What follows belongs to an exercise in optimizing a design on an open flow for small area, a short achievable clock period and few clock cycles per item; a production flow would make more cautious choices.
No run shown here included a check of the RTL's function; only the layout flow was run.

### flow/config.mk
export PLATFORM = sky130hd
export DESIGN_NAME = bicubic_resampler
export DESIGN_NICKNAME = bicubic_resampler
export VERILOG_FILES = /design/flow/design.v
export SDC_FILE = /design/flow/constraint.sdc
export NUM_CORES = 4
export LEC_CHECK = 0
export ABC_CLOCK_PERIOD_IN_PS = 4000
export CAP_MARGIN = 20
export CORE_MARGIN = 2
export CORE_UTILIZATION = 40
export SETUP_SLACK_MARGIN = 5
export SLEW_MARGIN = 20
export SYNTH_HIERARCHICAL = 1
### flow/constraint.sdc
create_clock -name core_clock -period 10.0 [get_ports {CLK}]
set_input_delay 2.0000 -clock core_clock [delete_from_list [all_inputs] [get_ports {CLK}]]
set_output_delay 2.0000 -clock core_clock [all_outputs]
set_load 0.01 [all_outputs]
### flow/design.v
`default_nettype none
package bicubic_pkg;
    localparam int PIX_W  = 8;
    localparam int FRAC_W = 8;    
    localparam int LEN_W  = 7;    
    typedef logic [PIX_W-1:0]  pix_t;
    typedef logic [FRAC_W-1:0] frac_t;
    typedef struct packed {
        pix_t p0;
        pix_t p1;
        pix_t p2;
        pix_t p3;
    } win_t;
    typedef struct packed {
        win_t  win;
        frac_t frac;
    } cubic_req_t;
    typedef enum logic [2:0] {
        ST_IDLE    = 3'd0,   
        ST_FILL    = 3'd1,   
        ST_DIVIDE  = 3'd2,   
        ST_ISSUE   = 3'd3,   
        ST_ADVANCE = 3'd4,   
        ST_DONE    = 3'd5    
    } ctrl_state_t;
endpackage
`default_nettype wire
`timescale 1ns/1ps
`default_nettype none
module csa_fa (input wire a, input wire b, input wire c, output wire s, output wire co);
    assign s  = a ^ b ^ c;
    assign co = (a & b) | (a & c) | (b & c);
endmodule
module csa_ha (input wire a, input wire b, output wire s, output wire co);
    assign s  = a ^ b;
    assign co = a & b;
endmodule
module bicubic_tree1 (
    input wire [10:0] au,
    input wire [7:0] x,
    input wire [11:0] b,
    output wire [11:0] ya,
    output wire [11:0] yb,
    output wire yc
);
    wire [19:0] e = {b, 8'd0} - {2'd0, x, 10'd0};
    wire t1;
    wire t2;
    wire t3;
    wire t4;
    wire t5;
    wire t6;
    wire t7;
    wire t8;
    wire t9;
    wire t10;
    wire t11;
    wire t12;
    wire t13;
    wire t14;
    wire t15;
    wire t16;
    wire t17;
    wire t18;
    wire t19;
    wire t20;
    wire t21;
    wire t22;
    wire t23;
    wire t24;
    wire t25;
    wire t26;
    wire t27;
    wire t28;
    wire t29;
    wire t30;
    wire t31;
    wire t32;
    wire t33;
    wire t34;
    wire t35;
    wire t36;
    wire t37;
    wire t38;
    wire t39;
    wire t40;
    wire t41;
    wire t42;
    wire t43;
    wire t44;
    wire t45;
    wire t46;
    wire t47;
    wire t48;
    wire t49;
    wire t50;
    wire t51;
    wire t52;
    wire t53;
    wire t54;
    wire t55;
    wire t56;
    wire t57;
    wire t58;
    wire t59;
    wire t60;
    wire t61;
    wire t62;
    wire t63;
    wire t64;
    wire t65;
    wire t66;
    wire t67;
    wire t68;
    wire t69;
    wire t70;
    wire t71;
    wire t72;
    wire t73;
    wire t74;
    wire t75;
    wire t76;
    wire t77;
    wire t78;
    wire t79;
    wire t80;
    wire t81;
    wire t82;
    wire t83;
    wire t84;
    wire t85;
    wire t86;
    wire t87;
    wire t88;
    wire t89;
    wire t90;
    wire t91;
    wire t92;
    wire t93;
    wire t94;
    wire t95;
    wire t96;
    wire t97;
    wire t98;
    wire t99;
    wire t100;
    wire t101;
    wire t102;
    wire t103;
    wire t104;
    wire t105;
    wire t106;
    wire t107;
    wire t108;
    wire t109;
    wire t110;
    wire t111;
    wire t112;
    wire t113;
    wire t114;
    wire t115;
    wire t116;
    wire t117;
    wire t118;
    wire t119;
    wire t120;
    wire t121;
    wire t122;
    wire t123;
    wire t124;
    wire t125;
    wire t126;
    wire t127;
    wire t128;
    wire t129;
    wire t130;
    wire t131;
    wire t132;
    wire t133;
    wire t134;
    wire t135;
    wire t136;
    wire t137;
    wire t138;
    wire t139;
    wire t140;
    wire t141;
    wire t142;
    wire t143;
    wire t144;
    wire t145;
    wire t146;
    wire t147;
    wire t148;
    wire t149;
    wire t150;
    wire t151;
    wire t152;
    wire t153;
    wire t154;
    csa_ha ht1 (.a((au[0] & x[5])), .b((au[1] & x[4])), .s(t1), .co(t2));
    csa_fa ft3 (.a((au[0] & x[6])), .b((au[1] & x[5])), .c((au[2] & x[4])), .s(t3), .co(t4));
    csa_ha ht5 (.a((au[3] & x[3])), .b((au[4] & x[2])), .s(t5), .co(t6));
    csa_fa ft7 (.a((au[0] & x[7])), .b((au[1] & x[6])), .c((au[2] & x[5])), .s(t7), .co(t8));
    csa_fa ft9 (.a((au[3] & x[4])), .b((au[4] & x[3])), .c((au[5] & x[2])), .s(t9), .co(t10));
    csa_ha ht11 (.a((au[6] & x[1])), .b((au[7] & x[0])), .s(t11), .co(t12));
    csa_fa ft13 (.a((au[1] & x[7])), .b((au[2] & x[6])), .c((au[3] & x[5])), .s(t13), .co(t14));
    csa_fa ft15 (.a((au[4] & x[4])), .b((au[5] & x[3])), .c((au[6] & x[2])), .s(t15), .co(t16));
    csa_fa ft17 (.a((au[7] & x[1])), .b((au[8] & x[0])), .c(e[8]), .s(t17), .co(t18));
    csa_fa ft19 (.a((au[2] & x[7])), .b((au[3] & x[6])), .c((au[4] & x[5])), .s(t19), .co(t20));
    csa_fa ft21 (.a((au[5] & x[4])), .b((au[6] & x[3])), .c((au[7] & x[2])), .s(t21), .co(t22));
    csa_fa ft23 (.a((au[8] & x[1])), .b((au[9] & x[0])), .c(e[9]), .s(t23), .co(t24));
    csa_fa ft25 (.a((au[10] & x[0])), .b((au[3] & x[7])), .c((au[4] & x[6])), .s(t25), .co(t26));
    csa_fa ft27 (.a((au[5] & x[5])), .b((au[6] & x[4])), .c((au[7] & x[3])), .s(t27), .co(t28));
    csa_fa ft29 (.a((au[8] & x[2])), .b((au[9] & x[1])), .c(e[10]), .s(t29), .co(t30));
    csa_fa ft31 (.a((au[10] & x[1])), .b((au[4] & x[7])), .c((au[5] & x[6])), .s(t31), .co(t32));
    csa_fa ft33 (.a((au[6] & x[5])), .b((au[7] & x[4])), .c((au[8] & x[3])), .s(t33), .co(t34));
    csa_ha ht35 (.a((au[9] & x[2])), .b(e[11]), .s(t35), .co(t36));
    csa_fa ft37 (.a((au[10] & x[2])), .b((au[5] & x[7])), .c((au[6] & x[6])), .s(t37), .co(t38));
    csa_fa ft39 (.a((au[7] & x[5])), .b((au[8] & x[4])), .c((au[9] & x[3])), .s(t39), .co(t40));
    csa_fa ft41 (.a((au[10] & x[3])), .b((au[6] & x[7])), .c((au[7] & x[6])), .s(t41), .co(t42));
    csa_ha ht43 (.a((au[0] & x[3])), .b((au[1] & x[2])), .s(t43), .co(t44));
    csa_fa ft45 (.a((au[0] & x[4])), .b((au[1] & x[3])), .c((au[2] & x[2])), .s(t45), .co(t46));
    csa_ha ht47 (.a((au[3] & x[1])), .b((au[4] & x[0])), .s(t47), .co(t48));
    csa_fa ft49 (.a((au[2] & x[3])), .b((au[3] & x[2])), .c((au[4] & x[1])), .s(t49), .co(t50));
    csa_fa ft51 (.a((au[5] & x[0])), .b(t1), .c(e[5]), .s(t51), .co(t52));
    csa_fa ft53 (.a((au[5] & x[1])), .b((au[6] & x[0])), .c(t2), .s(t53), .co(t54));
    csa_fa ft55 (.a(t5), .b(t3), .c(e[6]), .s(t55), .co(t56));
    csa_fa ft57 (.a(t6), .b(t11), .c(t4), .s(t57), .co(t58));
    csa_fa ft59 (.a(t7), .b(t9), .c(e[7]), .s(t59), .co(t60));
    csa_fa ft61 (.a(t12), .b(t10), .c(t8), .s(t61), .co(t62));
    csa_fa ft63 (.a(t13), .b(t15), .c(t17), .s(t63), .co(t64));
    csa_fa ft65 (.a(t14), .b(t16), .c(t19), .s(t65), .co(t66));
    csa_fa ft67 (.a(t21), .b(t18), .c(t23), .s(t67), .co(t68));
    csa_fa ft69 (.a(t20), .b(t22), .c(t25), .s(t69), .co(t70));
    csa_fa ft71 (.a(t27), .b(t24), .c(t29), .s(t71), .co(t72));
    csa_fa ft73 (.a(t26), .b(t28), .c(t31), .s(t73), .co(t74));
    csa_fa ft75 (.a(t33), .b(t35), .c(t30), .s(t75), .co(t76));
    csa_fa ft77 (.a(t32), .b(t34), .c(t37), .s(t77), .co(t78));
    csa_fa ft79 (.a(t39), .b(e[12]), .c(t36), .s(t79), .co(t80));
    csa_fa ft81 (.a((au[8] & x[5])), .b((au[9] & x[4])), .c(t38), .s(t81), .co(t82));
    csa_fa ft83 (.a(t40), .b(t41), .c(e[13]), .s(t83), .co(t84));
    csa_fa ft85 (.a((au[10] & x[4])), .b((au[7] & x[7])), .c((au[8] & x[6])), .s(t85), .co(t86));
    csa_fa ft87 (.a((au[9] & x[5])), .b(t42), .c(e[14]), .s(t87), .co(t88));
    csa_fa ft89 (.a((au[10] & x[5])), .b((au[8] & x[7])), .c((au[9] & x[6])), .s(t89), .co(t90));
    csa_ha ht91 (.a((au[0] & x[2])), .b((au[1] & x[1])), .s(t91), .co(t92));
    csa_fa ft93 (.a((au[2] & x[1])), .b((au[3] & x[0])), .c(t43), .s(t93), .co(t94));
    csa_fa ft95 (.a(t44), .b(t47), .c(t45), .s(t95), .co(t96));
    csa_fa ft97 (.a(t48), .b(t46), .c(t49), .s(t97), .co(t98));
    csa_fa ft99 (.a(t50), .b(t53), .c(t52), .s(t99), .co(t100));
    csa_fa ft101 (.a(t54), .b(t57), .c(t56), .s(t101), .co(t102));
    csa_fa ft103 (.a(t58), .b(t61), .c(t60), .s(t103), .co(t104));
    csa_fa ft105 (.a(t62), .b(t65), .c(t64), .s(t105), .co(t106));
    csa_fa ft107 (.a(t66), .b(t69), .c(t68), .s(t107), .co(t108));
    csa_fa ft109 (.a(t70), .b(t73), .c(t72), .s(t109), .co(t110));
    csa_fa ft111 (.a(t74), .b(t77), .c(t79), .s(t111), .co(t112));
    csa_fa ft113 (.a(t81), .b(t78), .c(t83), .s(t113), .co(t114));
    csa_fa ft115 (.a(t85), .b(t82), .c(t84), .s(t115), .co(t116));
    csa_fa ft117 (.a(t86), .b(t89), .c(e[15]), .s(t117), .co(t118));
    csa_fa ft119 (.a((au[10] & x[6])), .b((au[9] & x[7])), .c(t90), .s(t119), .co(t120));
    csa_ha ht121 (.a((au[0] & x[1])), .b((au[1] & x[0])), .s(t121), .co(t122));
    csa_fa ft123 (.a((au[2] & x[0])), .b(t91), .c(e[2]), .s(t123), .co(t124));
    csa_fa ft125 (.a(t92), .b(e[3]), .c(t93), .s(t125), .co(t126));
    csa_fa ft127 (.a(t94), .b(e[4]), .c(t95), .s(t127), .co(t128));
    csa_fa ft129 (.a(t96), .b(t97), .c(t51), .s(t129), .co(t130));
    csa_fa ft131 (.a(t98), .b(t55), .c(t99), .s(t131), .co(t132));
    csa_fa ft133 (.a(t59), .b(t100), .c(t101), .s(t133), .co(t134));
    csa_fa ft135 (.a(t102), .b(t103), .c(t63), .s(t135), .co(t136));
    csa_fa ft137 (.a(t104), .b(t67), .c(t105), .s(t137), .co(t138));
    csa_fa ft139 (.a(t71), .b(t106), .c(t107), .s(t139), .co(t140));
    csa_fa ft141 (.a(t75), .b(t108), .c(t109), .s(t141), .co(t142));
    csa_fa ft143 (.a(t76), .b(t111), .c(t110), .s(t143), .co(t144));
    csa_fa ft145 (.a(t80), .b(t113), .c(t112), .s(t145), .co(t146));
    csa_fa ft147 (.a(t87), .b(t114), .c(t115), .s(t147), .co(t148));
    csa_fa ft149 (.a(t88), .b(t117), .c(t116), .s(t149), .co(t150));
    csa_fa ft151 (.a(e[16]), .b(t119), .c(t118), .s(t151), .co(t152));
    csa_fa ft153 (.a((au[10] & x[7])), .b(e[17]), .c(t120), .s(t153), .co(t154));
    wire [19:0] ra = {e[19], t154, t152, t150, t148, t146, t144, t142, t140, t138, t136, t134, t132, t130, t128, t126, t124, t122, t121, (au[0] & x[0])};
    wire [19:0] rb = {1'b0, e[18], t153, t151, t149, t147, t145, t143, t141, t139, t137, t135, t133, t131, t129, t127, t125, t123, e[1], e[0]};
    wire [8:0] lo = {1'b0, ra[7:0]} + {1'b0, rb[7:0]};
    assign ya = ra[19:8];
    assign yb = rb[19:8];
    assign yc = lo[8];
endmodule
module bicubic_tree2 (
    input wire [11:0] hu,
    input wire [7:0] x,
    input wire [8:0] c,
    output wire [10:0] ya,
    output wire [10:0] yb,
    output wire yc
);
    wire [18:0] e = {{2{c[8]}}, c, 8'd0} - {x, 11'd0};
    wire t1;
    wire t2;
    wire t3;
    wire t4;
    wire t5;
    wire t6;
    wire t7;
    wire t8;
    wire t9;
    wire t10;
    wire t11;
    wire t12;
    wire t13;
    wire t14;
    wire t15;
    wire t16;
    wire t17;
    wire t18;
    wire t19;
    wire t20;
    wire t21;
    wire t22;
    wire t23;
    wire t24;
    wire t25;
    wire t26;
    wire t27;
    wire t28;
    wire t29;
    wire t30;
    wire t31;
    wire t32;
    wire t33;
    wire t34;
    wire t35;
    wire t36;
    wire t37;
    wire t38;
    wire t39;
    wire t40;
    wire t41;
    wire t42;
    wire t43;
    wire t44;
    wire t45;
    wire t46;
    wire t47;
    wire t48;
    wire t49;
    wire t50;
    wire t51;
    wire t52;
    wire t53;
    wire t54;
    wire t55;
    wire t56;
    wire t57;
    wire t58;
    wire t59;
    wire t60;
    wire t61;
    wire t62;
    wire t63;
    wire t64;
    wire t65;
    wire t66;
    wire t67;
    wire t68;
    wire t69;
    wire t70;
    wire t71;
    wire t72;
    wire t73;
    wire t74;
    wire t75;
    wire t76;
    wire t77;
    wire t78;
    wire t79;
    wire t80;
    wire t81;
    wire t82;
    wire t83;
    wire t84;
    wire t85;
    wire t86;
    wire t87;
    wire t88;
    wire t89;
    wire t90;
    wire t91;
    wire t92;
    wire t93;
    wire t94;
    wire t95;
    wire t96;
    wire t97;
    wire t98;
    wire t99;
    wire t100;
    wire t101;
    wire t102;
    wire t103;
    wire t104;
    wire t105;
    wire t106;
    wire t107;
    wire t108;
    wire t109;
    wire t110;
    wire t111;
    wire t112;
    wire t113;
    wire t114;
    wire t115;
    wire t116;
    wire t117;
    wire t118;
    wire t119;
    wire t120;
    wire t121;
    wire t122;
    wire t123;
    wire t124;
    wire t125;
    wire t126;
    wire t127;
    wire t128;
    wire t129;
    wire t130;
    wire t131;
    wire t132;
    wire t133;
    wire t134;
    wire t135;
    wire t136;
    wire t137;
    wire t138;
    wire t139;
    wire t140;
    wire t141;
    wire t142;
    wire t143;
    wire t144;
    wire t145;
    wire t146;
    wire t147;
    wire t148;
    wire t149;
    wire t150;
    wire t151;
    wire t152;
    wire t153;
    wire t154;
    wire t155;
    wire t156;
    wire t157;
    wire t158;
    wire t159;
    wire t160;
    wire t161;
    wire t162;
    wire t163;
    wire t164;
    wire t165;
    wire t166;
    wire t167;
    wire t168;
    csa_ha ht1 (.a(e[5]), .b((hu[0] & x[5])), .s(t1), .co(t2));
    csa_fa ft3 (.a(e[6]), .b((hu[0] & x[6])), .c((hu[1] & x[5])), .s(t3), .co(t4));
    csa_ha ht5 (.a((hu[2] & x[4])), .b((hu[3] & x[3])), .s(t5), .co(t6));
    csa_fa ft7 (.a(e[7]), .b((hu[0] & x[7])), .c((hu[1] & x[6])), .s(t7), .co(t8));
    csa_fa ft9 (.a((hu[2] & x[5])), .b((hu[3] & x[4])), .c((hu[4] & x[3])), .s(t9), .co(t10));
    csa_ha ht11 (.a((hu[5] & x[2])), .b((hu[6] & x[1])), .s(t11), .co(t12));
    csa_fa ft13 (.a(e[8]), .b((hu[1] & x[7])), .c((hu[2] & x[6])), .s(t13), .co(t14));
    csa_fa ft15 (.a((hu[3] & x[5])), .b((hu[4] & x[4])), .c((hu[5] & x[3])), .s(t15), .co(t16));
    csa_fa ft17 (.a((hu[6] & x[2])), .b((hu[7] & x[1])), .c((hu[8] & x[0])), .s(t17), .co(t18));
    csa_fa ft19 (.a(e[9]), .b((hu[2] & x[7])), .c((hu[3] & x[6])), .s(t19), .co(t20));
    csa_fa ft21 (.a((hu[4] & x[5])), .b((hu[5] & x[4])), .c((hu[6] & x[3])), .s(t21), .co(t22));
    csa_fa ft23 (.a((hu[7] & x[2])), .b((hu[8] & x[1])), .c((hu[9] & x[0])), .s(t23), .co(t24));
    csa_fa ft25 (.a(e[10]), .b((hu[10] & x[0])), .c((hu[3] & x[7])), .s(t25), .co(t26));
    csa_fa ft27 (.a((hu[4] & x[6])), .b((hu[5] & x[5])), .c((hu[6] & x[4])), .s(t27), .co(t28));
    csa_fa ft29 (.a((hu[7] & x[3])), .b((hu[8] & x[2])), .c((hu[9] & x[1])), .s(t29), .co(t30));
    csa_fa ft31 (.a(e[11]), .b((hu[10] & x[1])), .c((hu[11] & x[0])), .s(t31), .co(t32));
    csa_fa ft33 (.a((hu[4] & x[7])), .b((hu[5] & x[6])), .c((hu[6] & x[5])), .s(t33), .co(t34));
    csa_fa ft35 (.a((hu[7] & x[4])), .b((hu[8] & x[3])), .c((hu[9] & x[2])), .s(t35), .co(t36));
    csa_fa ft37 (.a(e[12]), .b((hu[10] & x[2])), .c((hu[11] & x[1])), .s(t37), .co(t38));
    csa_fa ft39 (.a((hu[5] & x[7])), .b((hu[6] & x[6])), .c((hu[7] & x[5])), .s(t39), .co(t40));
    csa_ha ht41 (.a((hu[8] & x[4])), .b((hu[9] & x[3])), .s(t41), .co(t42));
    csa_fa ft43 (.a(e[13]), .b((hu[10] & x[3])), .c((hu[11] & x[2])), .s(t43), .co(t44));
    csa_fa ft45 (.a((hu[6] & x[7])), .b((hu[7] & x[6])), .c((hu[8] & x[5])), .s(t45), .co(t46));
    csa_fa ft47 (.a(e[14]), .b((hu[10] & x[4])), .c((hu[11] & x[3])), .s(t47), .co(t48));
    csa_ha ht49 (.a(e[3]), .b((hu[0] & x[3])), .s(t49), .co(t50));
    csa_fa ft51 (.a(e[4]), .b((hu[0] & x[4])), .c((hu[1] & x[3])), .s(t51), .co(t52));
    csa_ha ht53 (.a((hu[2] & x[2])), .b((hu[3] & x[1])), .s(t53), .co(t54));
    csa_fa ft55 (.a((hu[1] & x[4])), .b((hu[2] & x[3])), .c((hu[3] & x[2])), .s(t55), .co(t56));
    csa_fa ft57 (.a((hu[4] & x[1])), .b((hu[5] & x[0])), .c(t1), .s(t57), .co(t58));
    csa_fa ft59 (.a((hu[4] & x[2])), .b((hu[5] & x[1])), .c((hu[6] & x[0])), .s(t59), .co(t60));
    csa_fa ft61 (.a(t2), .b(t5), .c(t3), .s(t61), .co(t62));
    csa_fa ft63 (.a((hu[7] & x[0])), .b(t6), .c(t11), .s(t63), .co(t64));
    csa_fa ft65 (.a(t4), .b(t7), .c(t9), .s(t65), .co(t66));
    csa_fa ft67 (.a(t12), .b(t10), .c(t8), .s(t67), .co(t68));
    csa_fa ft69 (.a(t13), .b(t15), .c(t17), .s(t69), .co(t70));
    csa_fa ft71 (.a(t14), .b(t16), .c(t18), .s(t71), .co(t72));
    csa_fa ft73 (.a(t19), .b(t21), .c(t23), .s(t73), .co(t74));
    csa_fa ft75 (.a(t20), .b(t22), .c(t24), .s(t75), .co(t76));
    csa_fa ft77 (.a(t25), .b(t27), .c(t29), .s(t77), .co(t78));
    csa_fa ft79 (.a(t26), .b(t28), .c(t30), .s(t79), .co(t80));
    csa_fa ft81 (.a(t31), .b(t33), .c(t35), .s(t81), .co(t82));
    csa_fa ft83 (.a(t41), .b(t32), .c(t34), .s(t83), .co(t84));
    csa_fa ft85 (.a(t36), .b(t37), .c(t39), .s(t85), .co(t86));
    csa_fa ft87 (.a((hu[9] & x[4])), .b(t42), .c(t38), .s(t87), .co(t88));
    csa_fa ft89 (.a(t40), .b(t43), .c(t45), .s(t89), .co(t90));
    csa_fa ft91 (.a((hu[7] & x[7])), .b((hu[8] & x[6])), .c((hu[9] & x[5])), .s(t91), .co(t92));
    csa_fa ft93 (.a(t44), .b(t46), .c(t47), .s(t93), .co(t94));
    csa_fa ft95 (.a(e[15]), .b((hu[10] & x[5])), .c((hu[11] & x[4])), .s(t95), .co(t96));
    csa_fa ft97 (.a((hu[8] & x[7])), .b((hu[9] & x[6])), .c(t48), .s(t97), .co(t98));
    csa_fa ft99 (.a(e[16]), .b((hu[10] & x[6])), .c((hu[11] & x[5])), .s(t99), .co(t100));
    csa_ha ht101 (.a(e[2]), .b((hu[0] & x[2])), .s(t101), .co(t102));
    csa_fa ft103 (.a((hu[1] & x[2])), .b((hu[2] & x[1])), .c((hu[3] & x[0])), .s(t103), .co(t104));
    csa_fa ft105 (.a((hu[4] & x[0])), .b(t50), .c(t53), .s(t105), .co(t106));
    csa_fa ft107 (.a(t54), .b(t52), .c(t55), .s(t107), .co(t108));
    csa_fa ft109 (.a(t56), .b(t59), .c(t58), .s(t109), .co(t110));
    csa_fa ft111 (.a(t60), .b(t63), .c(t62), .s(t111), .co(t112));
    csa_fa ft113 (.a(t64), .b(t66), .c(t67), .s(t113), .co(t114));
    csa_fa ft115 (.a(t68), .b(t70), .c(t71), .s(t115), .co(t116));
    csa_fa ft117 (.a(t72), .b(t74), .c(t75), .s(t117), .co(t118));
    csa_fa ft119 (.a(t76), .b(t78), .c(t79), .s(t119), .co(t120));
    csa_fa ft121 (.a(t80), .b(t82), .c(t83), .s(t121), .co(t122));
    csa_fa ft123 (.a(t84), .b(t86), .c(t87), .s(t123), .co(t124));
    csa_fa ft125 (.a(t91), .b(t88), .c(t90), .s(t125), .co(t126));
    csa_fa ft127 (.a(t92), .b(t95), .c(t94), .s(t127), .co(t128));
    csa_fa ft129 (.a((hu[9] & x[7])), .b(t96), .c(t99), .s(t129), .co(t130));
    csa_fa ft131 (.a(e[17]), .b((hu[10] & x[7])), .c((hu[11] & x[6])), .s(t131), .co(t132));
    csa_ha ht133 (.a(e[1]), .b((hu[0] & x[1])), .s(t133), .co(t134));
    csa_fa ft135 (.a((hu[1] & x[1])), .b((hu[2] & x[0])), .c(t101), .s(t135), .co(t136));
    csa_fa ft137 (.a(t102), .b(t49), .c(t103), .s(t137), .co(t138));
    csa_fa ft139 (.a(t104), .b(t51), .c(t105), .s(t139), .co(t140));
    csa_fa ft141 (.a(t106), .b(t57), .c(t107), .s(t141), .co(t142));
    csa_fa ft143 (.a(t108), .b(t61), .c(t109), .s(t143), .co(t144));
    csa_fa ft145 (.a(t65), .b(t110), .c(t111), .s(t145), .co(t146));
    csa_fa ft147 (.a(t69), .b(t112), .c(t113), .s(t147), .co(t148));
    csa_fa ft149 (.a(t73), .b(t114), .c(t115), .s(t149), .co(t150));
    csa_fa ft151 (.a(t77), .b(t116), .c(t117), .s(t151), .co(t152));
    csa_fa ft153 (.a(t81), .b(t118), .c(t119), .s(t153), .co(t154));
    csa_fa ft155 (.a(t85), .b(t120), .c(t121), .s(t155), .co(t156));
    csa_fa ft157 (.a(t89), .b(t122), .c(t123), .s(t157), .co(t158));
    csa_fa ft159 (.a(t93), .b(t124), .c(t125), .s(t159), .co(t160));
    csa_fa ft161 (.a(t97), .b(t126), .c(t127), .s(t161), .co(t162));
    csa_fa ft163 (.a(t98), .b(t129), .c(t128), .s(t163), .co(t164));
    csa_fa ft165 (.a(t100), .b(t131), .c(t130), .s(t165), .co(t166));
    csa_fa ft167 (.a(e[18]), .b((hu[11] & x[7])), .c(t132), .s(t167), .co(t168));
    wire [18:0] ra = {t166, t164, t162, t160, t158, t156, t154, t152, t150, t148, t146, t144, t142, t140, t138, t136, t134, t133, e[0]};
    wire [18:0] rb = {t167, t165, t163, t161, t159, t157, t155, t153, t151, t149, t147, t145, t143, t141, t139, t137, t135, (hu[1] & x[0]), (hu[0] & x[0])};
    wire [8:0] lo = {1'b0, ra[7:0]} + {1'b0, rb[7:0]};
    assign ya = ra[18:8];
    assign yb = rb[18:8];
    assign yc = lo[8];
endmodule
module bicubic_tree3 (
    input wire [10:0] hu,
    input wire [7:0] x,
    input wire [7:0] p,
    output wire [9:0] ya,
    output wire [9:0] yb,
    output wire yc
);
    wire [18:0] e = {2'd0, p, 9'h100} - {1'd0, x, 10'd0};
    wire t1;
    wire t2;
    wire t3;
    wire t4;
    wire t5;
    wire t6;
    wire t7;
    wire t8;
    wire t9;
    wire t10;
    wire t11;
    wire t12;
    wire t13;
    wire t14;
    wire t15;
    wire t16;
    wire t17;
    wire t18;
    wire t19;
    wire t20;
    wire t21;
    wire t22;
    wire t23;
    wire t24;
    wire t25;
    wire t26;
    wire t27;
    wire t28;
    wire t29;
    wire t30;
    wire t31;
    wire t32;
    wire t33;
    wire t34;
    wire t35;
    wire t36;
    wire t37;
    wire t38;
    wire t39;
    wire t40;
    wire t41;
    wire t42;
    wire t43;
    wire t44;
    wire t45;
    wire t46;
    wire t47;
    wire t48;
    wire t49;
    wire t50;
    wire t51;
    wire t52;
    wire t53;
    wire t54;
    wire t55;
    wire t56;
    wire t57;
    wire t58;
    wire t59;
    wire t60;
    wire t61;
    wire t62;
    wire t63;
    wire t64;
    wire t65;
    wire t66;
    wire t67;
    wire t68;
    wire t69;
    wire t70;
    wire t71;
    wire t72;
    wire t73;
    wire t74;
    wire t75;
    wire t76;
    wire t77;
    wire t78;
    wire t79;
    wire t80;
    wire t81;
    wire t82;
    wire t83;
    wire t84;
    wire t85;
    wire t86;
    wire t87;
    wire t88;
    wire t89;
    wire t90;
    wire t91;
    wire t92;
    wire t93;
    wire t94;
    wire t95;
    wire t96;
    wire t97;
    wire t98;
    wire t99;
    wire t100;
    wire t101;
    wire t102;
    wire t103;
    wire t104;
    wire t105;
    wire t106;
    wire t107;
    wire t108;
    wire t109;
    wire t110;
    wire t111;
    wire t112;
    wire t113;
    wire t114;
    wire t115;
    wire t116;
    wire t117;
    wire t118;
    wire t119;
    wire t120;
    wire t121;
    wire t122;
    wire t123;
    wire t124;
    wire t125;
    wire t126;
    wire t127;
    wire t128;
    wire t129;
    wire t130;
    wire t131;
    wire t132;
    wire t133;
    wire t134;
    wire t135;
    wire t136;
    wire t137;
    wire t138;
    wire t139;
    wire t140;
    wire t141;
    wire t142;
    wire t143;
    wire t144;
    wire t145;
    wire t146;
    wire t147;
    wire t148;
    wire t149;
    wire t150;
    wire t151;
    wire t152;
    wire t153;
    wire t154;
    csa_ha ht1 (.a(e[5]), .b((hu[0] & x[5])), .s(t1), .co(t2));
    csa_fa ft3 (.a(e[6]), .b((hu[0] & x[6])), .c((hu[1] & x[5])), .s(t3), .co(t4));
    csa_ha ht5 (.a((hu[2] & x[4])), .b((hu[3] & x[3])), .s(t5), .co(t6));
    csa_fa ft7 (.a(e[7]), .b((hu[0] & x[7])), .c((hu[1] & x[6])), .s(t7), .co(t8));
    csa_fa ft9 (.a((hu[2] & x[5])), .b((hu[3] & x[4])), .c((hu[4] & x[3])), .s(t9), .co(t10));
    csa_ha ht11 (.a((hu[5] & x[2])), .b((hu[6] & x[1])), .s(t11), .co(t12));
    csa_fa ft13 (.a(e[8]), .b((hu[1] & x[7])), .c((hu[2] & x[6])), .s(t13), .co(t14));
    csa_fa ft15 (.a((hu[3] & x[5])), .b((hu[4] & x[4])), .c((hu[5] & x[3])), .s(t15), .co(t16));
    csa_fa ft17 (.a((hu[6] & x[2])), .b((hu[7] & x[1])), .c((hu[8] & x[0])), .s(t17), .co(t18));
    csa_fa ft19 (.a(e[9]), .b((hu[2] & x[7])), .c((hu[3] & x[6])), .s(t19), .co(t20));
    csa_fa ft21 (.a((hu[4] & x[5])), .b((hu[5] & x[4])), .c((hu[6] & x[3])), .s(t21), .co(t22));
    csa_fa ft23 (.a((hu[7] & x[2])), .b((hu[8] & x[1])), .c((hu[9] & x[0])), .s(t23), .co(t24));
    csa_fa ft25 (.a(e[10]), .b((hu[10] & x[0])), .c((hu[3] & x[7])), .s(t25), .co(t26));
    csa_fa ft27 (.a((hu[4] & x[6])), .b((hu[5] & x[5])), .c((hu[6] & x[4])), .s(t27), .co(t28));
    csa_fa ft29 (.a((hu[7] & x[3])), .b((hu[8] & x[2])), .c((hu[9] & x[1])), .s(t29), .co(t30));
    csa_fa ft31 (.a(e[11]), .b((hu[10] & x[1])), .c((hu[4] & x[7])), .s(t31), .co(t32));
    csa_fa ft33 (.a((hu[5] & x[6])), .b((hu[6] & x[5])), .c((hu[7] & x[4])), .s(t33), .co(t34));
    csa_ha ht35 (.a((hu[8] & x[3])), .b((hu[9] & x[2])), .s(t35), .co(t36));
    csa_fa ft37 (.a(e[12]), .b((hu[10] & x[2])), .c((hu[5] & x[7])), .s(t37), .co(t38));
    csa_fa ft39 (.a((hu[6] & x[6])), .b((hu[7] & x[5])), .c((hu[8] & x[4])), .s(t39), .co(t40));
    csa_fa ft41 (.a(e[13]), .b((hu[10] & x[3])), .c((hu[6] & x[7])), .s(t41), .co(t42));
    csa_ha ht43 (.a(e[3]), .b((hu[0] & x[3])), .s(t43), .co(t44));
    csa_fa ft45 (.a(e[4]), .b((hu[0] & x[4])), .c((hu[1] & x[3])), .s(t45), .co(t46));
    csa_ha ht47 (.a((hu[2] & x[2])), .b((hu[3] & x[1])), .s(t47), .co(t48));
    csa_fa ft49 (.a((hu[1] & x[4])), .b((hu[2] & x[3])), .c((hu[3] & x[2])), .s(t49), .co(t50));
    csa_fa ft51 (.a((hu[4] & x[1])), .b((hu[5] & x[0])), .c(t1), .s(t51), .co(t52));
    csa_fa ft53 (.a((hu[4] & x[2])), .b((hu[5] & x[1])), .c((hu[6] & x[0])), .s(t53), .co(t54));
    csa_fa ft55 (.a(t2), .b(t5), .c(t3), .s(t55), .co(t56));
    csa_fa ft57 (.a((hu[7] & x[0])), .b(t6), .c(t11), .s(t57), .co(t58));
    csa_fa ft59 (.a(t4), .b(t7), .c(t9), .s(t59), .co(t60));
    csa_fa ft61 (.a(t12), .b(t10), .c(t8), .s(t61), .co(t62));
    csa_fa ft63 (.a(t13), .b(t15), .c(t17), .s(t63), .co(t64));
    csa_fa ft65 (.a(t14), .b(t16), .c(t18), .s(t65), .co(t66));
    csa_fa ft67 (.a(t19), .b(t21), .c(t23), .s(t67), .co(t68));
    csa_fa ft69 (.a(t20), .b(t22), .c(t24), .s(t69), .co(t70));
    csa_fa ft71 (.a(t25), .b(t27), .c(t29), .s(t71), .co(t72));
    csa_fa ft73 (.a(t35), .b(t26), .c(t28), .s(t73), .co(t74));
    csa_fa ft75 (.a(t30), .b(t31), .c(t33), .s(t75), .co(t76));
    csa_fa ft77 (.a((hu[9] & x[3])), .b(t36), .c(t32), .s(t77), .co(t78));
    csa_fa ft79 (.a(t34), .b(t37), .c(t39), .s(t79), .co(t80));
    csa_fa ft81 (.a((hu[7] & x[6])), .b((hu[8] & x[5])), .c((hu[9] & x[4])), .s(t81), .co(t82));
    csa_fa ft83 (.a(t38), .b(t40), .c(t41), .s(t83), .co(t84));
    csa_fa ft85 (.a(e[14]), .b((hu[10] & x[4])), .c((hu[7] & x[7])), .s(t85), .co(t86));
    csa_fa ft87 (.a((hu[8] & x[6])), .b((hu[9] & x[5])), .c(t42), .s(t87), .co(t88));
    csa_fa ft89 (.a(e[15]), .b((hu[10] & x[5])), .c((hu[8] & x[7])), .s(t89), .co(t90));
    csa_ha ht91 (.a(e[2]), .b((hu[0] & x[2])), .s(t91), .co(t92));
    csa_fa ft93 (.a((hu[1] & x[2])), .b((hu[2] & x[1])), .c((hu[3] & x[0])), .s(t93), .co(t94));
    csa_fa ft95 (.a((hu[4] & x[0])), .b(t44), .c(t47), .s(t95), .co(t96));
    csa_fa ft97 (.a(t48), .b(t46), .c(t49), .s(t97), .co(t98));
    csa_fa ft99 (.a(t50), .b(t53), .c(t52), .s(t99), .co(t100));
    csa_fa ft101 (.a(t54), .b(t57), .c(t56), .s(t101), .co(t102));
    csa_fa ft103 (.a(t58), .b(t60), .c(t61), .s(t103), .co(t104));
    csa_fa ft105 (.a(t62), .b(t64), .c(t65), .s(t105), .co(t106));
    csa_fa ft107 (.a(t66), .b(t68), .c(t69), .s(t107), .co(t108));
    csa_fa ft109 (.a(t70), .b(t72), .c(t73), .s(t109), .co(t110));
    csa_fa ft111 (.a(t74), .b(t76), .c(t77), .s(t111), .co(t112));
    csa_fa ft113 (.a(t81), .b(t78), .c(t80), .s(t113), .co(t114));
    csa_fa ft115 (.a(t82), .b(t85), .c(t84), .s(t115), .co(t116));
    csa_fa ft117 (.a((hu[9] & x[6])), .b(t86), .c(t89), .s(t117), .co(t118));
    csa_fa ft119 (.a(e[16]), .b((hu[10] & x[6])), .c((hu[9] & x[7])), .s(t119), .co(t120));
    csa_ha ht121 (.a(e[1]), .b((hu[0] & x[1])), .s(t121), .co(t122));
    csa_fa ft123 (.a((hu[1] & x[1])), .b((hu[2] & x[0])), .c(t91), .s(t123), .co(t124));
    csa_fa ft125 (.a(t92), .b(t43), .c(t93), .s(t125), .co(t126));
    csa_fa ft127 (.a(t94), .b(t45), .c(t95), .s(t127), .co(t128));
    csa_fa ft129 (.a(t96), .b(t51), .c(t97), .s(t129), .co(t130));
    csa_fa ft131 (.a(t98), .b(t55), .c(t99), .s(t131), .co(t132));
    csa_fa ft133 (.a(t59), .b(t100), .c(t101), .s(t133), .co(t134));
    csa_fa ft135 (.a(t63), .b(t102), .c(t103), .s(t135), .co(t136));
    csa_fa ft137 (.a(t67), .b(t104), .c(t105), .s(t137), .co(t138));
    csa_fa ft139 (.a(t71), .b(t106), .c(t107), .s(t139), .co(t140));
    csa_fa ft141 (.a(t75), .b(t108), .c(t109), .s(t141), .co(t142));
    csa_fa ft143 (.a(t79), .b(t110), .c(t111), .s(t143), .co(t144));
    csa_fa ft145 (.a(t83), .b(t112), .c(t113), .s(t145), .co(t146));
    csa_fa ft147 (.a(t87), .b(t114), .c(t115), .s(t147), .co(t148));
    csa_fa ft149 (.a(t88), .b(t117), .c(t116), .s(t149), .co(t150));
    csa_fa ft151 (.a(t90), .b(t119), .c(t118), .s(t151), .co(t152));
    csa_fa ft153 (.a(e[17]), .b((hu[10] & x[7])), .c(t120), .s(t153), .co(t154));
    wire [18:0] ra = {t154, t152, t150, t148, t146, t144, t142, t140, t138, t136, t134, t132, t130, t128, t126, t124, t122, t121, e[0]};
    wire [18:0] rb = {e[18], t153, t151, t149, t147, t145, t143, t141, t139, t137, t135, t133, t131, t129, t127, t125, t123, (hu[1] & x[0]), (hu[0] & x[0])};
    wire [9:0] lo = {1'b0, ra[8:0]} + {1'b0, rb[8:0]};
    assign ya = ra[18:9];
    assign yb = rb[18:9];
    assign yc = lo[9];
endmodule
`default_nettype wire
`timescale 1ns/1ps
`default_nettype none
module bicubic_resampler #(
    parameter int LEN_W = bicubic_pkg::LEN_W
) (
    input  wire logic              CLK,
    input  wire logic              RST,
    input  wire logic              start_i,
    input  wire logic [LEN_W-1:0]  src_len_i,
    input  wire logic [LEN_W-1:0]  dst_len_i,
    input  wire logic              src_valid_i,
    input  wire bicubic_pkg::pix_t src_pix_i,
    output logic                   src_ready_o,
    output logic                   out_valid_o,
    output bicubic_pkg::pix_t      out_pix_o,
    input  wire logic              out_ready_i,
    output logic                   done_o
);
    localparam int QN = 5;   
    logic             busy;        
    logic             done_r;
    logic [LEN_W-1:0] den;         
    logic [LEN_W-1:0] src_left;    
    logic [LEN_W-1:0] out_left;    
    logic             k8;          
    logic [1:0]       fst;         
    logic             out0;        
    logic [2:0]       occ;         
    logic [LEN_W-1:0] rem;
    logic [1:0]       dcnt;
    logic             ddone;
    logic [5:0]       kk;          
    logic [7:0]       kq;          
    logic [LEN_W-1:0] rr;          
    logic [7:0]       xr;          
    logic [7:0]       xn;          
    logic [LEN_W-1:0] en;          
    logic             sh;          
    logic [7:0]         p1, p2, p3;
    logic signed [10:0] ca;
    logic signed [11:0] cb;
    logic signed [8:0]  cc;
    logic start_go, pop, iss0, issr, iss, need, fill_sh, win_sh, load, take;
    logic cond0, condr;
    logic [7:0] npix;
    logic [7:0] x_in;
    assign start_go = start_i && !busy;
    assign pop      = out_valid_o && out_ready_i;
    assign cond0 = busy && !out0 && (fst != 2'd0) && (occ != 3'(QN))
                   && (!k8 || fst == 2'd3);
    assign condr = busy && out0 && ddone && (fst == 2'd3) && (out_left != '0)
                   && (occ != 3'(QN));
    assign need  = (src_left != '0) && (out0 ? sh : k8);    
    assign src_ready_o = busy && (src_left != '0)
                         && ((fst != 2'd3) || ((out0 ? condr : cond0) && (out0 ? sh : k8)));
    assign take = src_ready_o && src_valid_i;
    assign iss0 = cond0 && (!(k8 && need) || src_valid_i);
    assign issr = condr && (!need || src_valid_i);
    assign iss  = iss0 || issr;
    assign load    = (fst == 2'd0) && busy && src_valid_i;
    assign fill_sh = busy && (fst == 2'd1 || fst == 2'd2) && ((src_left == '0) || src_valid_i);
    assign win_sh  = fill_sh || (iss0 && k8) || (issr && sh);
    assign npix    = (src_left != '0) ? src_pix_i : p3;
    assign x_in    = out0 ? xr : 8'd0;
    logic [LEN_W-1:0] r0, r1, r2, r3;
    logic [LEN_W:0]   t1, t2, t3;
    logic             q1, q2, q3;
    always_comb begin
        r0 = (dcnt == 2'd0 && k8) ? '0 : rem;
        t1 = {r0, 1'b0};
        q1 = (t1 >= {1'b0, den});
        r1 = q1 ? LEN_W'(t1 - {1'b0, den}) : t1[LEN_W-1:0];
        t2 = {r1, 1'b0};
        q2 = (t2 >= {1'b0, den});
        r2 = q2 ? LEN_W'(t2 - {1'b0, den}) : t2[LEN_W-1:0];
        t3 = {r2, 1'b0};
        q3 = (t3 >= {1'b0, den});
        r3 = q3 ? LEN_W'(t3 - {1'b0, den}) : t3[LEN_W-1:0];
    end
    logic [LEN_W:0] esum;
    logic           ecar;
    logic [8:0]     xsum;
    always_comb begin
        esum = {1'b0, en} + {1'b0, rr};
        ecar = (esum >= {1'b0, den});
        xsum = {1'b0, xn} + {1'b0, kq} + {8'd0, ecar};
    end
    always_ff @(posedge CLK) begin
        if (RST) begin
            busy   <= 1'b0;
            done_r <= 1'b0;
            occ    <= '0;
        end else begin
            occ <= occ + {2'd0, iss} - {2'd0, pop};
            if (start_go) begin
                busy   <= 1'b1;
                done_r <= 1'b0;
            end else if (pop && occ == 3'd1 && out_left == '0) begin
                busy   <= 1'b0;
                done_r <= 1'b1;
            end
        end
    end
    always_ff @(posedge CLK) begin
        if (start_go) begin
            den      <= dst_len_i - 1'b1;
            rem      <= src_len_i - 1'b1;
            k8       <= (src_len_i == dst_len_i);
            src_left <= src_len_i;
            out_left <= dst_len_i;
            fst      <= 2'd0;
            out0     <= 1'b0;
            dcnt     <= 2'd0;
            ddone    <= 1'b0;
        end else begin
            if (take) src_left <= src_left - 1'b1;
            if (iss)  out_left <= out_left - 1'b1;
            if (load || fill_sh) fst <= fst + 1'b1;
            if (iss0) out0 <= 1'b1;
            if (!ddone) begin
                dcnt <= dcnt + 1'b1;
                rem  <= r3;
                kk   <= {kk[2:0], q1, q2, q3};
                if (dcnt == 2'd2) ddone <= 1'b1;
            end
        end
    end
    always_ff @(posedge CLK) begin
        if (!ddone && dcnt == 2'd2) begin
            kq <= {kk, q1, q2};
            rr <= r2;
            xr <= {kk, q1, q2};
            xn <= {kk[4:0], q1, q2, q3};
            en <= r3;
            sh <= k8 | kk[5];
        end else if (issr) begin
            xr <= xn;
            xn <= xsum[7:0];
            en <= ecar ? LEN_W'(esum - {1'b0, den}) : esum[LEN_W-1:0];
            sh <= xsum[8] | k8;
        end
    end
    always_ff @(posedge CLK) begin
        if (load) begin
            p1 <= src_pix_i;
            p2 <= src_pix_i;
            p3 <= src_pix_i;
            ca <= '0;
            cb <= '0;
            cc <= '0;
        end else if (win_sh) begin
            p1 <= p2;
            p2 <= p3;
            p3 <= npix;
            ca <= 11'sd3 * $signed({3'b0, p2}) - $signed({3'b0, p1})
                  - 11'sd3 * $signed({3'b0, p3}) + $signed({3'b0, npix});
            cb <= 12'sd2 * $signed({4'b0, p1}) - 12'sd5 * $signed({4'b0, p2})
                  + 12'sd4 * $signed({4'b0, p3}) - $signed({4'b0, npix});
            cc <= $signed({1'b0, p3}) - $signed({1'b0, p1});
        end
    end
    logic               v1, v2, v3;
    logic [11:0]        r1a, r1b;
    logic               r1c;
    logic [10:0]        r2a, r2b;
    logic               r2c;
    logic [9:0]         r3a, r3b;
    logic               r3c;
    logic signed [8:0]  c1;
    logic [7:0]         pp1, pp2;
    logic [7:0]         x1, x2;
    logic [11:0] t1a, t1b;
    logic        t1c;
    logic [10:0] t2a, t2b;
    logic        t2c;
    logic [9:0]  t3a, t3b;
    logic        t3c;
    logic [11:0] h1;
    logic [10:0] h2;
    logic [9:0]  y3;
    logic [7:0]  res;
    bicubic_tree1 u_t1 (.au({~ca[10], ca[9:0]}), .x(x_in), .b(cb), .ya(t1a), .yb(t1b), .yc(t1c));
    assign h1 = r1a + r1b + {11'd0, r1c};
    bicubic_tree2 u_t2 (.hu({~h1[11], h1[10:0]}), .x(x1), .c(c1), .ya(t2a), .yb(t2b), .yc(t2c));
    assign h2 = r2a + r2b + {10'd0, r2c};
    bicubic_tree3 u_t3 (.hu({~h2[10], h2[9:0]}), .x(x2), .p(pp2), .ya(t3a), .yb(t3b), .yc(t3c));
    assign y3  = r3a + r3b + {9'd0, r3c};
    assign res = y3[9] ? 8'd0 : (y3[8] ? 8'hff : y3[7:0]);
    always_ff @(posedge CLK) begin
        if (RST) begin
            v1 <= 1'b0;
            v2 <= 1'b0;
            v3 <= 1'b0;
        end else begin
            v1 <= iss;
            v2 <= v1;
            v3 <= v2;
        end
    end
    always_ff @(posedge CLK) begin
        r1a <= t1a;
        r1b <= t1b;
        r1c <= t1c;
        c1  <= cc;
        pp1 <= p1;
        x1  <= x_in;
        r2a <= t2a;
        r2b <= t2b;
        r2c <= t2c;
        pp2 <= pp1;
        x2  <= x1;
        r3a <= t3a;
        r3b <= t3b;
        r3c <= t3c;
    end
    logic [7:0] qe [QN];
    logic [QN-1:0] qv;
    logic [7:0] se [QN];
    logic [QN-1:0] sv;
    always_comb begin
        for (int i = 0; i < QN; i++) begin
            sv[i] = pop ? ((i + 1 < QN) ? qv[(i + 1) % QN] : 1'b0) : qv[i];
            se[i] = pop ? ((i + 1 < QN) ? qe[(i + 1) % QN] : qe[i]) : qe[i];
        end
    end
    always_ff @(posedge CLK) begin
        for (int i = 0; i < QN; i++) begin
            if (RST) begin
                qv[i] <= 1'b0;
            end else begin
                qv[i] <= sv[i] || (v3 && (i == 0 || sv[(i + QN - 1) % QN]));
            end
            qe[i] <= (v3 && !sv[i] && (i == 0 || sv[(i + QN - 1) % QN])) ? res : se[i];
        end
    end
    assign out_valid_o = qv[0];
    assign out_pix_o   = qe[0];
    assign done_o      = done_r;
endmodule
`default_nettype wire
### flow/run.sh
#!/bin/bash
# synth_recipe.tcl (not shown) runs the flow's synth.tcl, then flattens the netlist and writes it again
# the make line also repeats each setting of config.mk as NAME=value (left out here)
make -C /OpenROAD-flow-scripts/flow DESIGN_CONFIG=/design/flow/config.mk WORK_HOME=/design/flow/orfs CLKGATE_MAP_FILE= SYNTH_SCRIPT=/design/flow/synth_recipe.tcl finish
==> reports/qor.tcl, run 1 <==
set qor(gp_routability_congestion) 0.845
set qor(slowest_delay_ns) 0.45
set qor(finalMaxSlewViolations) 0
set qor(clock_sinks) 299
set qor(drt_pre_antenna_iters) 5
set qor(category_of_the_most_critical_setup_path) {reg -> reg}
set qor(worst-path-max-fanout) 7
set qor(timing.critical_path.from_type) {register}
set qor(flop_and_latch_count_out_of_synthesis) 299
set qor(top_level_ports) 38
set qor(number_of_placement_rows) 90
set qor(setup_repair_after_global_routing_missed_its_margin) {true}
set qor(final_min_period_over_clock_period) 0.566
set qor(synth_top_area_share) 0.224
set qor(layout.nets) 2881
set qor(post_synth_num_cell_types) 75
set qor(crit_slowest_cell) {a311o_2}
set qor(placement.io_buffers) 37
set qor(route.vias.total) 16200
set qor(maximum_number_of_pins_on_one_net_before_global_route_repair) 60
set qor(final_setup_tns_ns) 0
set qor(synth.avg_cell_area_sq_um) 10.5
set qor(hold_class) {reg -> reg}
set qor(yosys-top-cells-area) {fa_1, edfxtp_1, dfxtp_1, ha_1, and2_1}
set qor(cts_hold_buf) 0
set qor(clkLatencyLatePin_ns) 0.56
set qor(htree_num_levels) 2
set qor(post-route-min-period_ns) 5.66
set qor(final.fill_count) 5574
set qor(core_area_sq_um) 60400
set qor(cell_accounting_for_the_most_synthesized_area) {fa_1}
set qor(antenna_found_initial) 2
set qor(worst_path_required_ns) 10.26
set qor(design.die.area_sq_um) 63000
set qor(fin_skew_ns) 0.0257
set qor(tritoncts) {built}
set qor(yosys_most_used_dff) {dfxtp_1}
set qor(timing.max_cap.violations) 0
set qor(highest_attainable_clock_frequency_mhz) 177
set qor(share_of_async_settable_or_async_resettable_flops_after_synthesis) 0
set qor(synthCells) 2325
set qor(synth_sequential_area_ratio) 0.302
set qor(gr-usage-all-layers) 0.173
set qor(die_height_microns) 251
set qor(globalRoute.totalOverflow) 0
set qor(tritoncts.num_buffers) 38
set qor(via_density) 5.07
set qor(timing.slew.headroom) 0.294
set qor(first_pass_grt_wire_length_microns) 88500
set qor(synthesis.area_sq_um) 24400
set qor(cts_root_buffer) {clkbuf_16}
set qor(synthMostInstantiatedCell) {and2_1}
set qor(yosysWarnings) 9
set qor(drt_drc_violations_left) 0
set qor(finalWirelength_microns) 53700
set qor(yosys-top-cells-count) {and2_1, fa_1, ha_1, inv_1, dfxtp_1}
set qor(worst-endpoint-arrival_ns) 5.92
set qor(grt_pass1_vias) 17200
set qor(synth_enable_flop_cells) 138
set qor(areaGrowthSynthToFinish_pct) 14.7
set qor(worst_setup_path_end_kind) {register}
set qor(drive_gt1_frac) 0.134
set qor(initial_core_util) 0.404
set qor(status) {finished clean}
set qor(drt-initial-drc-count) 828
set qor(clk_pin_slew_worst_paths_ns) 0.06
set qor(slew_at_the_pin_closest_to_its_max_slew_limit_ns) 1.06
set qor(detailedPlacementHpwl_microns) 40600
set qor(hold_viol_final) 0
set qor(wl_per_cell_microns) 16.8
set qor(path_common_cell) {ha_4}
set qor(timing.final.setup_violations) 0
set qor(die_w_microns) 251
set qor(ctsLongestPathBuffers) 3
set qor(postRouteAntennaNets) 0
[per-module statistics from Yosys (local to each module, per instance)]
module / copies in the design / cells
bicubic_resampler: 1 / 1537
bicubic_tree1: 1 / 183
bicubic_tree2: 1 / 186
bicubic_tree3: 1 / 181
csa_fa: 214 / 1
csa_ha: 24 / 1
[final cells by class]
class                      instances  area [sq um]  area share
antenna                            1          2.50   0.0000894
clock buffer                      46          1030      0.0369
clock inverter                    24           273     0.00974
inverter                         179           676      0.0241
multi-input combinational       1742         16700       0.595
sequential                       299          7370       0.263
tap                              782           978      0.0350
timing repair buffer             118          1000      0.0358
[worst paths after layout]
kind | startpoint | slack (ns) | end | cells past startpoint
max reg2reg | dcnt[0] | 4.34 | rem[4] | 25
min | pp1[0] | 0.33 | pp2[0] | 0
max | dcnt[0] | 4.34 | rem[4] | 25
min reg2reg | pp1[0] | 0.33 | pp2[0] | 0
[cells in the final DEF (no fill, tap or decap), types with 6 or more instances in the layout]
cell type / synthesis / routed
xnor2_2: 0 / 6
inv_1: 179 / 174
buf_6: 0 / 8
and2_1: 283 / 281
a21oi_2: 2 / 11
o21a_1: 20 / 20
edfxtp_1: 138 / 138
o21ai_0: 90 / 74
clkdlybuf4s50_1: 0 / 32
mux2i_1: 13 / 8
clkinv_2: 0 / 6
buf_4: 66 / 75
a21boi_0: 11 / 10
xnor2_1: 80 / 73
a21o_1: 20 / 20
nand2b_1: 12 / 12
dfxtp_1: 161 / 159
nand3_1: 26 / 24
xor2_1: 46 / 44
mux2_2: 40 / 37
clkbuf_16: 0 / 39
conb_1: 4 / 22
nor3_1: 33 / 32
ha_1: 203 / 176
fa_1: 273 / 271
o21ai_4: 0 / 7
nand2_1: 148 / 140
or3_1: 10 / 10
a21oi_1: 106 / 93
o21bai_1: 10 / 10
ha_4: 0 / 24
a211oi_1: 10 / 8
nand4_1: 6 / 6
o21ai_1: 5 / 10
nor2_1: 135 / 132
nor2b_1: 32 / 32
[metrics by stage]
| step | cell area, sq um | hold WS, ns | std cells | utilization | setup slack [ns] |
|---|---|---|---|---|---|
| global placement | 25500 | 0.314 | 3050 | 0.422 | 3.56 |
| floorplan | 24800 | 0.310 | 2343 | - | 4.51 |
| detailed placement | 25500 | 0.314 | 3050 | 0.423 | 3.34 |
| finish | 28000 | 0.327 | 3191 | 0.464 | 4.34 |
| CTS | 27200 | 0.328 | 3150 | 0.451 | 4.49 |
| global route | 28000 | 0.335 | 3190 | 0.464 | 4.18 |
[routing by layer]
layer | track usage | part of all wire
met1 | 0.224 | 0.45
met5 | 0 | 0
met2 | 0.300 | 0.49
met4 | 0.0509 | 0.024
met3 | 0.0255 | 0.037
[cells by family (layout without fill, tap and decap cells)]
| logic type | after synthesis | count (layout) | share of synthesized area |
|---|---|---|---|
| and+or+nand+nor | 726 | 726 | 0.157 |
| adders and majority gates | 477 | 477 | 0.328 |
| AOI/OAI and AO/OA | 338 | 338 | 0.0871 |
| buffers and inverters | 302 | 367 | 0.0566 |
| DFF | 299 | 299 | 0.302 |
| xor gates and xnor gates | 126 | 126 | 0.0452 |
| muxes | 53 | 53 | 0.0238 |
| other | 4 | 23 | 0.000615 |
[state kept, by name, summed over array words and instances, names as in the netlist, 9 cells and up]
name,count
r3a,10
qe,40
c1,9
r1a,12
r2a,11
cc,9
cb,12
r2b,11
r3b,10
ca,11
r1b,12
[worst max-delay path: cells and delay by family (launching register included)]
family	cells	cell delay, ns
compound gates	9	1.70
flops	1	0.32
mux	3	0.93
simple gates	6	0.96
buf+inv	3	0.43
fa+ha+maj	4	1.00
[what timing repair did]
item	CTS	global route
gates resized for setup	50	93
setup endpoints to repair	25	49
pin swaps	36	36
hold endpoints to repair	0	0
buffers inserted	30	40
==> run 2, diff against run 1 <==
--- a/flow/design.v
+++ b/flow/design.v
@@ -829,7 +829,7 @@
     logic [LEN_W-1:0] rem;
     logic [1:0]       dcnt;
     logic             ddone;
-    logic [5:0]       kk;          
+    logic [6:0]       kk;          
     logic [7:0]       kq;          
     logic [LEN_W-1:0] rr;          
     logic [7:0]       xr;          
@@ -862,20 +862,18 @@
     assign win_sh  = fill_sh || (iss0 && k8) || (issr && sh);
     assign npix    = (src_left != '0) ? src_pix_i : p3;
     assign x_in    = out0 ? xr : 8'd0;
-    logic [LEN_W-1:0] r0, r1, r2, r3;
-    logic [LEN_W:0]   t1, t2, t3;
-    logic             q1, q2, q3;
+    logic [LEN_W+1:0] sd;          
+    logic [LEN_W-1:0] r1, r2;
+    logic [LEN_W:0]   t1, t2;
+    logic             q1, q2;
     always_comb begin
-        r0 = (dcnt == 2'd0 && k8) ? '0 : rem;
-        t1 = {r0, 1'b0};
+        sd = {1'b0, src_len_i, 1'b0} + {2'b01, ~dst_len_i};
+        t1 = {rem, 1'b0};
         q1 = (t1 >= {1'b0, den});
         r1 = q1 ? LEN_W'(t1 - {1'b0, den}) : t1[LEN_W-1:0];
         t2 = {r1, 1'b0};
         q2 = (t2 >= {1'b0, den});
         r2 = q2 ? LEN_W'(t2 - {1'b0, den}) : t2[LEN_W-1:0];
-        t3 = {r2, 1'b0};
-        q3 = (t3 >= {1'b0, den});
-        r3 = q3 ? LEN_W'(t3 - {1'b0, den}) : t3[LEN_W-1:0];
     end
     logic [LEN_W:0] esum;
     logic           ecar;
@@ -904,7 +902,8 @@
     always_ff @(posedge CLK) begin
         if (start_go) begin
             den      <= dst_len_i - 1'b1;
-            rem      <= src_len_i - 1'b1;
+            rem      <= sd[LEN_W+1] ? sd[LEN_W-1:0] : LEN_W'({src_len_i, 1'b0} - 2'd2);
+            kk       <= {6'd0, sd[LEN_W+1]};
             k8       <= (src_len_i == dst_len_i);
             src_left <= src_len_i;
             out_left <= dst_len_i;
@@ -919,20 +918,20 @@
             if (iss0) out0 <= 1'b1;
             if (!ddone) begin
                 dcnt <= dcnt + 1'b1;
-                rem  <= r3;
-                kk   <= {kk[2:0], q1, q2, q3};
-                if (dcnt == 2'd2) ddone <= 1'b1;
+                rem  <= r2;
+                kk   <= {kk[4:0], q1, q2};
+                if (dcnt == 2'd3) ddone <= 1'b1;
             end
         end
     end
     always_ff @(posedge CLK) begin
-        if (!ddone && dcnt == 2'd2) begin
-            kq <= {kk, q1, q2};
-            rr <= r2;
-            xr <= {kk, q1, q2};
-            xn <= {kk[4:0], q1, q2, q3};
-            en <= r3;
-            sh <= k8 | kk[5];
+        if (!ddone && dcnt == 2'd3) begin
+            kq <= k8 ? 8'd0 : {kk, q1};
+            rr <= k8 ? '0 : r1;
+            xr <= k8 ? 8'd0 : {kk, q1};
+            xn <= k8 ? 8'd0 : {kk[5:0], q1, q2};
+            en <= k8 ? '0 : r2;
+            sh <= k8 | kk[6];
         end else if (issr) begin
             xr <= xn;
             xn <= xsum[7:0];
==> run 2 against run 1 <==
  * Global-route usage rose by 0.42 points
  * Die area rose by 0.56%
  * Critical path type is now in -> reg
  * Fmax up 16%
  * Critical path depth shrank 10
  * Non-clock buffer count shrank 55
  * Design area decreased by 3.3%
  * Via count rose by 1.4%
  * Core utilization decreased by 1.6 points
  * Worst hold slack lost 0.0012 ns
  * Register-to-register slack gained 0.88 ns
  * Still clean
==> reports/qor.tcl, run 2 <==
set qor(flop_and_latch_count_out_of_synthesis) 300 ;# was 299
set qor(route.vias.total) 16400 ;# was 16,200
set qor(category_of_the_most_critical_setup_path) {in -> reg} ;# was reg -> reg
set qor(die_w_microns) 252 ;# was 251 microns
set qor(final_common_cell) {and2_1} ;# unchanged
set qor(gp_routability_congestion) 0.819 ;# was 0.845
set qor(share_of_async_settable_or_async_resettable_flops_after_synthesis) 0 ;# unchanged
set qor(synthesis.area_sq_um) 24600 ;# was 24,400 sq um
set qor(hold_viol_final) 0 ;# unchanged
set qor(drive_gt1_frac) 0.0679 ;# was 0.134
set qor(cts_hold_buf) 0 ;# unchanged
set qor(ctsLongestPathBuffers) 3 ;# unchanged
set qor(fin_skew_ns) 0.0299 ;# was 0.0257 ns
set qor(setup_repair_after_global_routing_missed_its_margin) {true} ;# unchanged
set qor(worst_setup_path_end_kind) {register} ;# unchanged
set qor(top_register_by_number_of_flip_flops) {qe} ;# unchanged
set qor(hold_class) {reg -> reg} ;# unchanged
set qor(design.die.area_sq_um) 63400 ;# was 63,000 sq um
set qor(layout.nets) 2887 ;# was 2,881
set qor(final_min_period_over_clock_period) 0.487 ;# was 0.566
set qor(timing.final.setup_violations) 0 ;# unchanged
set qor(globalRoute.totalOverflow) 0 ;# unchanged
set qor(finalWirelength_microns) 54200 ;# was 53,700 microns
set qor(cts_root_buffer) {clkbuf_16} ;# unchanged
set qor(worst_path_required_ns) 10.40 ;# was 10.26 ns
set qor(maximum_number_of_pins_on_one_net_before_global_route_repair) 53 ;# was 60
set qor(number_of_placement_rows) 90 ;# unchanged
set qor(synthCells) 2396 ;# was 2,325
set qor(layoutNonFillerInstCount) 3196 ;# was 3,191
set qor(final_critical_path_setup_slack_ns) 5.13 ;# was 4.34 ns
set qor(placement.io_buffers) 37 ;# unchanged
set qor(htree_num_levels) 2 ;# unchanged
set qor(via_density) 5.14 ;# was 5.07
set qor(pre_cts_slack_ns) 4.17 ;# was 3.34 ns
set qor(gr-usage-all-layers) 0.177 ;# was 0.173
set qor(drt-initial-drc-count) 706 ;# was 828
set qor(antenna_found_initial) 0 ;# was 2
set qor(drt_drc_violations_left) 0 ;# unchanged
set qor(most-common-layout-cells) {and2_1, fa_1, inv_1} ;# was and2_1, fa_1, ha_1
set qor(worst-path-max-fanout) 4 ;# was 7
set qor(place_inst) 3111 ;# was 3,050
set qor(slew_at_the_pin_closest_to_its_max_slew_limit_ns) 1.07 ;# was 1.06 ns
set qor(tritoncts.num_buffers) 37 ;# was 38
set qor(clk_pin_slew_worst_paths_ns) 0.06 ;# about the same
set qor(post-route-min-period_ns) 4.87 ;# was 5.66 ns
set qor(synth_sequential_area_ratio) 0.299 ;# was 0.302
set qor(areaGrowthSynthToFinish_pct) 10.2 ;# was 14.7%
set qor(status) {finished clean} ;# unchanged
set qor(cell_accounting_for_the_most_synthesized_area) {fa_1} ;# unchanged
set qor(synth_top_area_share) 0.223 ;# was 0.224
set qor(die_height_microns) 252 ;# was 251 microns
set qor(top_level_ports) 38 ;# unchanged
set qor(clock_sinks) 300 ;# was 299
set qor(core_area_sq_um) 60500 ;# was 60,400 sq um
set qor(worst-endpoint-arrival_ns) 5.27 ;# was 5.92 ns
set qor(post_synth_num_cell_types) 80 ;# was 75
set qor(initial_core_util) 0.406 ;# was 0.404
set qor(largest_reg_flops) 40 ;# unchanged
set qor(first_pass_grt_wire_length_microns) 90800 ;# was 88,500 microns
set qor(tritoncts) {built} ;# unchanged
set qor(diodes) 0 ;# was 1
set qor(synthMostInstantiatedCell) {and2_1} ;# unchanged
set qor(yosys-top-cells-area) {fa_1, edfxtp_1, dfxtp_1, ha_1, and2_1} ;# unchanged
set qor(yosys-top-cells-count) {and2_1, fa_1, ha_1, inv_1, dfxtp_1} ;# unchanged
set qor(final_core_utilization) 0.448 ;# was 0.464
set qor(timing.slew.headroom) 0.285 ;# was 0.294
set qor(postRouteAntennaNets) 0 ;# unchanged
set qor(timing.critical_path.from_type) {input pin} ;# was register
set qor(yosys_most_used_dff) {dfxtp_1} ;# unchanged
set qor(timing.max_cap.violations) 0 ;# unchanged
set qor(synth_enable_flop_cells) 133 ;# was 138
set qor(grt_pass1_vias) 17700 ;# was 17,200
set qor(highest_attainable_clock_frequency_mhz) 205 ;# was 177 MHz
set qor(clkLatencyLatePin_ns) 0.57 ;# was 0.56 ns
set qor(synth.avg_cell_area_sq_um) 10.2 ;# was 10.5 sq um
set qor(yosysWarnings) 9 ;# unchanged
set qor(wl_per_cell_microns) 17.0 ;# was 16.8 microns
set qor(finalMaxSlewViolations) 0 ;# unchanged
set qor(final_setup_tns_ns) 0 ;# unchanged
set qor(detailedPlacementHpwl_microns) 41600 ;# was 40,600 microns
set qor(drt_pre_antenna_iters) 5 ;# unchanged
## run 2: area by class of cell
cell class,instances,area [sq um]
Fill cell,5649,33400
Clock inverter,21,231
Sequential cell,300,7340
Multi-Input combinational cell,1791,16200
Inverter,193,724
Clock buffer,46,1000
Timing Repair Buffer,63,571
Tap cell,782,978
## run 2: Yosys stat by module, one instance, submodules excluded
module             cell area (sq um)  flip-flops and latches
bicubic_resampler              16300                     300
bicubic_tree1                   1240                       0
bicubic_tree2                   1230                       0
bicubic_tree3                   1240                       0
csa_fa                          20.0                       0
csa_ha                          12.5                       0
## run 2: layer usage
layer  share of wire  track usage  wire, microns  vias to the layer above
li1                -            -              -                     7924
met1            0.45        0.227          24200                     8192
met2            0.50        0.311          27000                      220
met3           0.029       0.0205           1580                       89
met4           0.026       0.0580           1420                        0
met5               0            0              0                        -
## run 2: cells by family after synthesis
| logic type | after synthesis | synth area share |
|---|---|---|
| buf+inv | 323 | 0.0595 |
| xor+xnor | 119 | 0.0425 |
| flops | 300 | 0.299 |
| compound gates | 401 | 0.104 |
| mux | 23 | 0.00958 |
| fa+ha+maj | 475 | 0.326 |
| other cells | 4 | 0.000611 |
| simple gates | 751 | 0.160 |
## run 2: final timing paths
kind,depth (start not counted),from,end,slack [ns]
worst max register to register,19,rr[0],sh,5.22
worst max-delay path,15,src_pix_i[6],cb[11],5.13
worst min register to register,0,pp1[0],pp2[0],0.33
worst min-delay path,0,pp1[0],pp2[0],0.33
## run 2: critical path: stages
cell           delay [ns]
dlygate4sd2_1        0.28
a21oi_4              0.16
inv_1                0.09
ha_4                 0.22
fa_1                 0.52
inv_1                0.05
fa_1                 0.54
ha_2                 0.30
o21ai_2              0.13
nand2b_1             0.11
a31oi_2              0.21
o21ai_2              0.10
a311oi_2             0.29
xnor2_1              0.16
a211oi_1             0.09
## run 2: per-stage QoR
| stage | instance area (sq um) | hold slack, ns |
|---|---|---|
| 3_3_place_gp | 25400 | 0.312 |
| 6_report | 27100 | 0.326 |
| 4_1_cts | 26800 | 0.327 |
| 5_1_grt | 27100 | 0.330 |
| 3_5_place_dp | 25400 | 0.314 |
| 2_1_floorplan | 24700 | 0.310 |
## run 2: timing repair
item,in CTS,in global routing
resized for setup,19,39
endpoints found under the setup margin,35,41
gates cloned,0,0
setup buffers,6,12
pin swaps,10,22

[what the ideal ports hide]
How much do the figures lean on ideal ports? The routed layouts below were timed once more, with nothing changed but the port constraints. Step 1, drivers: a clkbuf_16 drives CLK and a buf_2 each remaining input, both assumed. Step 2 times the ports against the registers' clock, not the clock port: input delays grow and output delays shrink by t, the midpoint of the rising clock arrivals with the driver on. Slacks: no drivers / after step 1 / after step 2; pairs: no drivers / after step 1.
run	t (ns)	slack for setup (ns)	hold slack, ns	pins driven straight from the clock port
run 1	0.603	4.342 / 4.342 / 4.342	0.327 / 0.327 / 0.327	1
run 2	0.613	5.129 / 5.160 / 4.547	0.326 / 0.326 / 0.326	1
After both steps every run listed still meets setup and hold. For run 2, which loses most, drivers alone change the setup slack by +0.031 ns; drivers and shift together by -0.582 ns.
